What follows belongs to an exercise in optimizing a design on an open flow for small area and a short achievable clock period; a production flow would make more cautious choices.
Function was checked by simulation only, so behaviour that the tests miss may differ from the original.
Power figures rest on the tool's default switching activity, not on a simulated workload.

== run A ==
Design signedMultiplier, start of the top module:
module signedMultiplier
(
	input  logic          clk,
	input  logic          arstN,
	input  mulPkg::operandPairT   operands,
	output mulPkg::productResultT result
);
	logic [23:0] r0_a;
	logic [11:0] r0_neg, r0_one, r0_two;
	logic [5:0] valid;
	wire [23:0] mb = operands.multiplier;
	logic pp1;
	logic pp2;
	logic pp3;
	logic pp4;
	logic pp5;
	logic pp6;
	logic pp7;
	logic pp8;
	logic pp9;
	logic pp10;
	logic pp11;
	logic pp12;
	logic pp13;
	logic pp14;
	logic pp15;
	logic pp16;
	logic pp17;
	logic pp18;
	logic pp19;
	logic pp20;
	logic pp21;
	logic pp22;
	logic pp23;
	logic pp24;
	logic pp25;
	logic pp26;
	logic pp27;
	logic pp28;
	logic pp29;
	logic pp30;
	logic pp31;
	logic pp32;
	logic pp33;
	logic pp34;
	logic pp35;
	logic pp36;
	logic pp37;
	logic pp38;
	logic pp39;
	logic pp40;
	logic pp41;
	logic pp42;
	logic pp43;
	logic pp44;
	logic pp45;
	logic pp46;
	logic pp47;
	logic pp48;
	logic pp49;
	logic pp50;
	logic pp51;
	logic pp52;
	logic pp53;
	logic pp54;
	logic pp55;
	logic pp56;
	logic pp57;
	logic pp58;
	logic pp59;
	logic pp60;
	logic pp61;
	logic pp62;
	logic pp63;
	logic pp64;
	logic pp65;
	logic pp66;
	logic pp67;
	logic pp68;
	logic pp69;
	logic pp70;
	logic pp71;
	logic pp72;
	logic pp73;
	logic pp74;
	logic pp75;
	logic pp76;
	logic pp77;
	logic pp78;
	logic pp79;
	logic pp80;
	logic pp81;
	logic pp82;
	logic pp83;
	logic pp84;
	logic pp85;
	logic pp86;
	logic pp87;
	logic pp88;
	logic pp89;
	logic pp90;
	logic pp91;
	logic pp92;
	logic pp93;
	logic pp94;
	logic pp95;
	logic pp96;
	logic pp97;
	logic pp98;
	logic pp99;
	logic pp100;
	logic pp101;
	logic pp102;
	logic pp103;
  ...
Settings: LEC_CHECK=0, CAP_MARGIN=20, CORE_MARGIN=2, CORE_UTILIZATION=75, CTS_CLUSTER_DIAMETER=100, CTS_CLUSTER_SIZE=30, SETUP_SLACK_MARGIN=1.8, SLEW_MARGIN=20, SYNTH_HIERARCHICAL=1; clock period 4.0 ns.
run.sh (not shown) runs the stock make flow with config.mk's settings and CLKGATE_MAP_FILE= SYNTH_SCRIPT=/design/flow/synth_recipe.tcl, a recipe that flattens the netlist after the stock synthesis.
--- input diff run A..run B ---
# run A
export LEC_CHECK = 0
export CAP_MARGIN = 20
export CORE_MARGIN = 2
export CORE_UTILIZATION = 75
export CTS_CLUSTER_DIAMETER = 100
export CTS_CLUSTER_SIZE = 30
export SETUP_SLACK_MARGIN = 1.8
export SLEW_MARGIN = 20
export SYNTH_HIERARCHICAL = 1
create_clock -name core_clock -period 4.0 [get_ports {clk}]
# run B
export LEC_CHECK = 0
export CAP_MARGIN = 20
export CORE_MARGIN = 2
export CORE_UTILIZATION = 40
export CTS_CLUSTER_DIAMETER = 100
export CTS_CLUSTER_SIZE = 30
export PLACE_DENSITY = 0.65
export SETUP_SLACK_MARGIN = 1.8
export SLEW_MARGIN = 20
export SYNTH_HIERARCHICAL = 1
create_clock -name core_clock -period 4.0 [get_ports {clk}]
## What came out
Both conditions hold for run B: the flow ran to the end and the final layout passed the timing, design-rule and antenna checks.
Relative to run A, number of CTS-inserted buffers has increased by 4 in run B.
Diff run A -> run B | cell area | increase of 3.0%
In the tables for run B and run A, pre-CTS setup slack reads higher with run B.
Going from run A to run B, all-layer global routing usage now smaller; final weighted congestion of routability-driven global placement now larger; share of layout cells above drive strength 1 now larger; setup slack after layout comparable.
#### Input delta (run C over run B)
# run B
export LEC_CHECK = 0
export CAP_MARGIN = 20
export CORE_MARGIN = 2
export CORE_UTILIZATION = 40
export CTS_CLUSTER_DIAMETER = 100
export CTS_CLUSTER_SIZE = 30
export PLACE_DENSITY = 0.65
export SETUP_SLACK_MARGIN = 1.8
export SLEW_MARGIN = 20
export SYNTH_HIERARCHICAL = 1
create_clock -name core_clock -period 4.0 [get_ports {clk}]
# run C
export LEC_CHECK = 0
export CAP_MARGIN = 20
export CORE_MARGIN = 2
export CORE_UTILIZATION = 65
export CTS_CLUSTER_DIAMETER = 100
export CTS_CLUSTER_SIZE = 30
export SETUP_SLACK_MARGIN = 1.8
export SLEW_MARGIN = 20
export SYNTH_HIERARCHICAL = 1
create_clock -name core_clock -period 4.0 [get_ports {clk}]
Results
Cmp run C vs run B: clock-buffer cell count lower in run C. Run C — number of placement rows 23% lower, run B as reference. Sequential portion of the cell area: run C vs run B up 0.96 points. No run among run C and run B stopped early or left any final violation; all are clean. The overall die area of run C falls short of that of run B by about 40%.
What run D does differently from run C at the input level:
# run C
export LEC_CHECK = 0
export CAP_MARGIN = 20
export CORE_MARGIN = 2
export CORE_UTILIZATION = 65
export CTS_CLUSTER_DIAMETER = 100
export CTS_CLUSTER_SIZE = 30
export SETUP_SLACK_MARGIN = 1.8
export SLEW_MARGIN = 20
export SYNTH_HIERARCHICAL = 1
create_clock -name core_clock -period 4.0 [get_ports {clk}]
# run D
export LEC_CHECK = 0
export CAP_MARGIN = 20
export CORE_MARGIN = 2
export CORE_UTILIZATION = 40
export CTS_CLUSTER_DIAMETER = 100
export CTS_CLUSTER_SIZE = 30
export PLACE_DENSITY = 0.7
export SETUP_SLACK_MARGIN = 1.8
export SLEW_MARGIN = 20
export SYNTH_HIERARCHICAL = 1
create_clock -name core_clock -period 4.0 [get_ports {clk}]
## What came out
- Run D does worse than run C on post-layout instance area.
- | achievable clock frequency | run D vs run C | ≈ equal |
- Taking run D over run C, the floorplan core area ratio works out to 1.7.
- Combinational share of power: run D < run C
- Comparing run D and run C, the higher sequential portion of the cell area was measured on run C.
- Cmp run D vs run C: final critical path time including I/O delays and setup higher in run D
- | worst setup slack | run D vs run C | worse |
[inputs] run E vs run D
# run D
export LEC_CHECK = 0
export CAP_MARGIN = 20
export CORE_MARGIN = 2
export CORE_UTILIZATION = 40
export CTS_CLUSTER_DIAMETER = 100
export CTS_CLUSTER_SIZE = 30
export PLACE_DENSITY = 0.7
export SETUP_SLACK_MARGIN = 1.8
export SLEW_MARGIN = 20
export SYNTH_HIERARCHICAL = 1
create_clock -name core_clock -period 4.0 [get_ports {clk}]
# run E
export LEC_CHECK = 0
export CAP_MARGIN = 20
export CORE_MARGIN = 2
export CORE_UTILIZATION = 40
export CTS_CLUSTER_DIAMETER = 100
export CTS_CLUSTER_SIZE = 30
export SETUP_SLACK_MARGIN = 1.8
export SLEW_MARGIN = 20
export SYNTH_HIERARCHICAL = 1
create_clock -name core_clock -period 4.0 [get_ports {clk}]
==> flow/flow/run.sh (new file) <==
#!/bin/bash
set -e
export BUFFER_PORTS_ARGS="-buffer_cell sky130_fd_sc_hd__buf_2"
bash standard.sh > standard_flow.log 2>&1
==> flow/standard.sh (new file) <==
#!/bin/bash
# synth_recipe.tcl (not shown) runs the flow's synth.tcl, then flattens the netlist and writes it again
# the make line also repeats each setting of config.mk as NAME=value (left out here)
make -C /OpenROAD-flow-scripts/flow DESIGN_CONFIG=/design/flow/config.mk WORK_HOME=/design/flow/orfs CLKGATE_MAP_FILE= SYNTH_SCRIPT=/design/flow/synth_recipe.tcl "${@:-finish}"
removed: flow/run.sh
[summary]
Between run D and run E, fraction of power consumed by sequential logic increased. Run E vs. run D: clock period minus worst slack has decreased; largest fanout on the critical path has increased; routability congestion estimate from global placement has decreased; cell area after layout has decreased. The destination of the critical timing path comes out r1_d[103] in one run and r1_d[75] in the other, namely in run D and run E respectively.

---

Setup of oak:
Another version of the RTL of signedMultiplier (not shown whole).
Size: roughly 100 I/O pins, about 24000 um2 of cells after synthesis.
==> flow/config.mk <==
export PLATFORM = sky130hd
export DESIGN_NAME = signedMultiplier
export DESIGN_NICKNAME = signedMultiplier
export VERILOG_FILES = /design/flow/design.v
export SDC_FILE = /design/flow/constraint.sdc
export NUM_CORES = 4
export LEC_CHECK = 0
export CAP_MARGIN = 20
export CORE_MARGIN = 2
export CORE_UTILIZATION = 70
export CTS_CLUSTER_DIAMETER = 90
export CTS_CLUSTER_SIZE = 25
export SETUP_SLACK_MARGIN = 2.0
export SLEW_MARGIN = 20
export SYNTH_HIERARCHICAL = 1
==> flow/constraint.sdc <==
create_clock -name core_clock -period 4.0 [get_ports {clk}]
set_input_delay 0.8000 -clock core_clock [delete_from_list [all_inputs] [get_ports {clk}]]
set_output_delay 0.8000 -clock core_clock [all_outputs]
set_load 0.01 [all_outputs]
Stock flow here: none of the scripts above is used.
oak has completed all stages; timing, DRC and antenna checks passed.
[inputs] pine vs oak
Settings: CORE_UTILIZATION changed from 70 to 55; CTS_CLUSTER_SIZE changed from 25 to 30; SETUP_SLACK_MARGIN changed from 2.0 to 2.05; CTS_CLUSTER_DIAMETER changed from 90 to 100.
## What came out
Global routing met3 resource utilization for pine: 2.3 points down relative to oak. pine and oak ended up with roughly the same switching component of the power. Compared with oak, pine degrades worst-case setup margin in the final layout. Power per cell area sits lower in pine than in oak. Re cell count: oak was lower than pine. Compared pine vs oak, and number of CTS-inserted buffers is down in pine. Run comparison: pine master of the slowest instance on the critical path fa_1; oak master of the slowest instance on the critical path dfxtp_2. Taking oak as the reference point, the total of fill cells in the finished design of pine rises by 1234. | combinational power | oak vs pine | ≈ equal |. | first-iteration DRC count | higher: oak |. Looking at floorplan die area, pine sits 9600 um2 higher than oak does.
For birch, these inputs were changed with respect to pine:
Settings: SETUP_SLACK_MARGIN: 2.05 -> 1.9.
Notes after the runs:
r0_a0[16] as the worst setup path startpoint was reported by pine, and r0_a0[17] by birch.
Looking at highest metal layer used by the detailed router, the met5 result is from birch; the met4 one comes from pine.
Diff pine -> birch: via count saw a decrease; design internal power saw a decrease; fraction of power consumed by the clock network saw an increase; average via count per standard cell saw a decrease.
diff inputs: birch => maple
Settings: a change of CORE_UTILIZATION from 55 to 40; a change of SETUP_SLACK_MARGIN from 1.9 to 2.0.
[summary]
Of birch and maple, the run reporting the lower peak clock frequency supported by timing was birch.
birch vs maple, most heavily used metal layer in global routing: met1 vs met2
On final layout net count, birch and maple are basically level.
Largest clock skew in the final design for maple is higher than for birch.
Clock latency on the worst-skew pair delta (maple -> birch): insignificant

==> separate check: timing with driven ports <==
In the flow no input, the clock included, has a driving cell. The finished layouts below were timed again as built, in two steps. Step 1: set_driving_cell puts a clkbuf_16 on clk and a buf_2 on each other input, an assumption about the parent block. Step 2 also shifts input and output timing later by t, the mid clock arrival at the registers, as if the neighbouring blocks saw the same clock. Slacks: no drivers / after step 1 / after step 2; pairs: no drivers / after step 1.
run	t, ns	setup WS [ns]	worst hold slack (ns)	worst setup path at the end	pins driven straight from the clock port
run A	0.589	1.834 / 1.834 / 1.834	0.331 / 0.331 / 0.331	register to register	1
run B	0.634	1.834 / 1.834 / 1.834	0.320 / 0.320 / 0.320	register to register	1
run C	0.603	1.808 / 1.808 / 1.808	0.335 / 0.335 / 0.335	register to register	1
run D	0.635	1.804 / 1.804 / 1.804	0.315 / 0.315 / 0.315	register to register	1
run E	0.617	1.817 / 1.817 / 1.817	0.034 / -0.001 / 0.329	register to register	1
oak	0.614	2.004 / 1.984 / 1.812	0.327 / 0.327 / 0.327	input to register	1
pine	0.629	1.940 / 1.940 / 1.846	0.311 / 0.311 / 0.311	input to register	1
birch	0.625	1.894 / 1.894 / 1.846	0.329 / 0.329 / 0.329	input to register	1
maple	0.637	1.982 / 1.982 / 1.796	0.324 / 0.324 / 0.324	input to register	1
After both steps every run listed still meets setup and hold. The setup slack of oak, which loses most, moves by -0.020 ns with the drivers and by -0.192 ns with both steps.
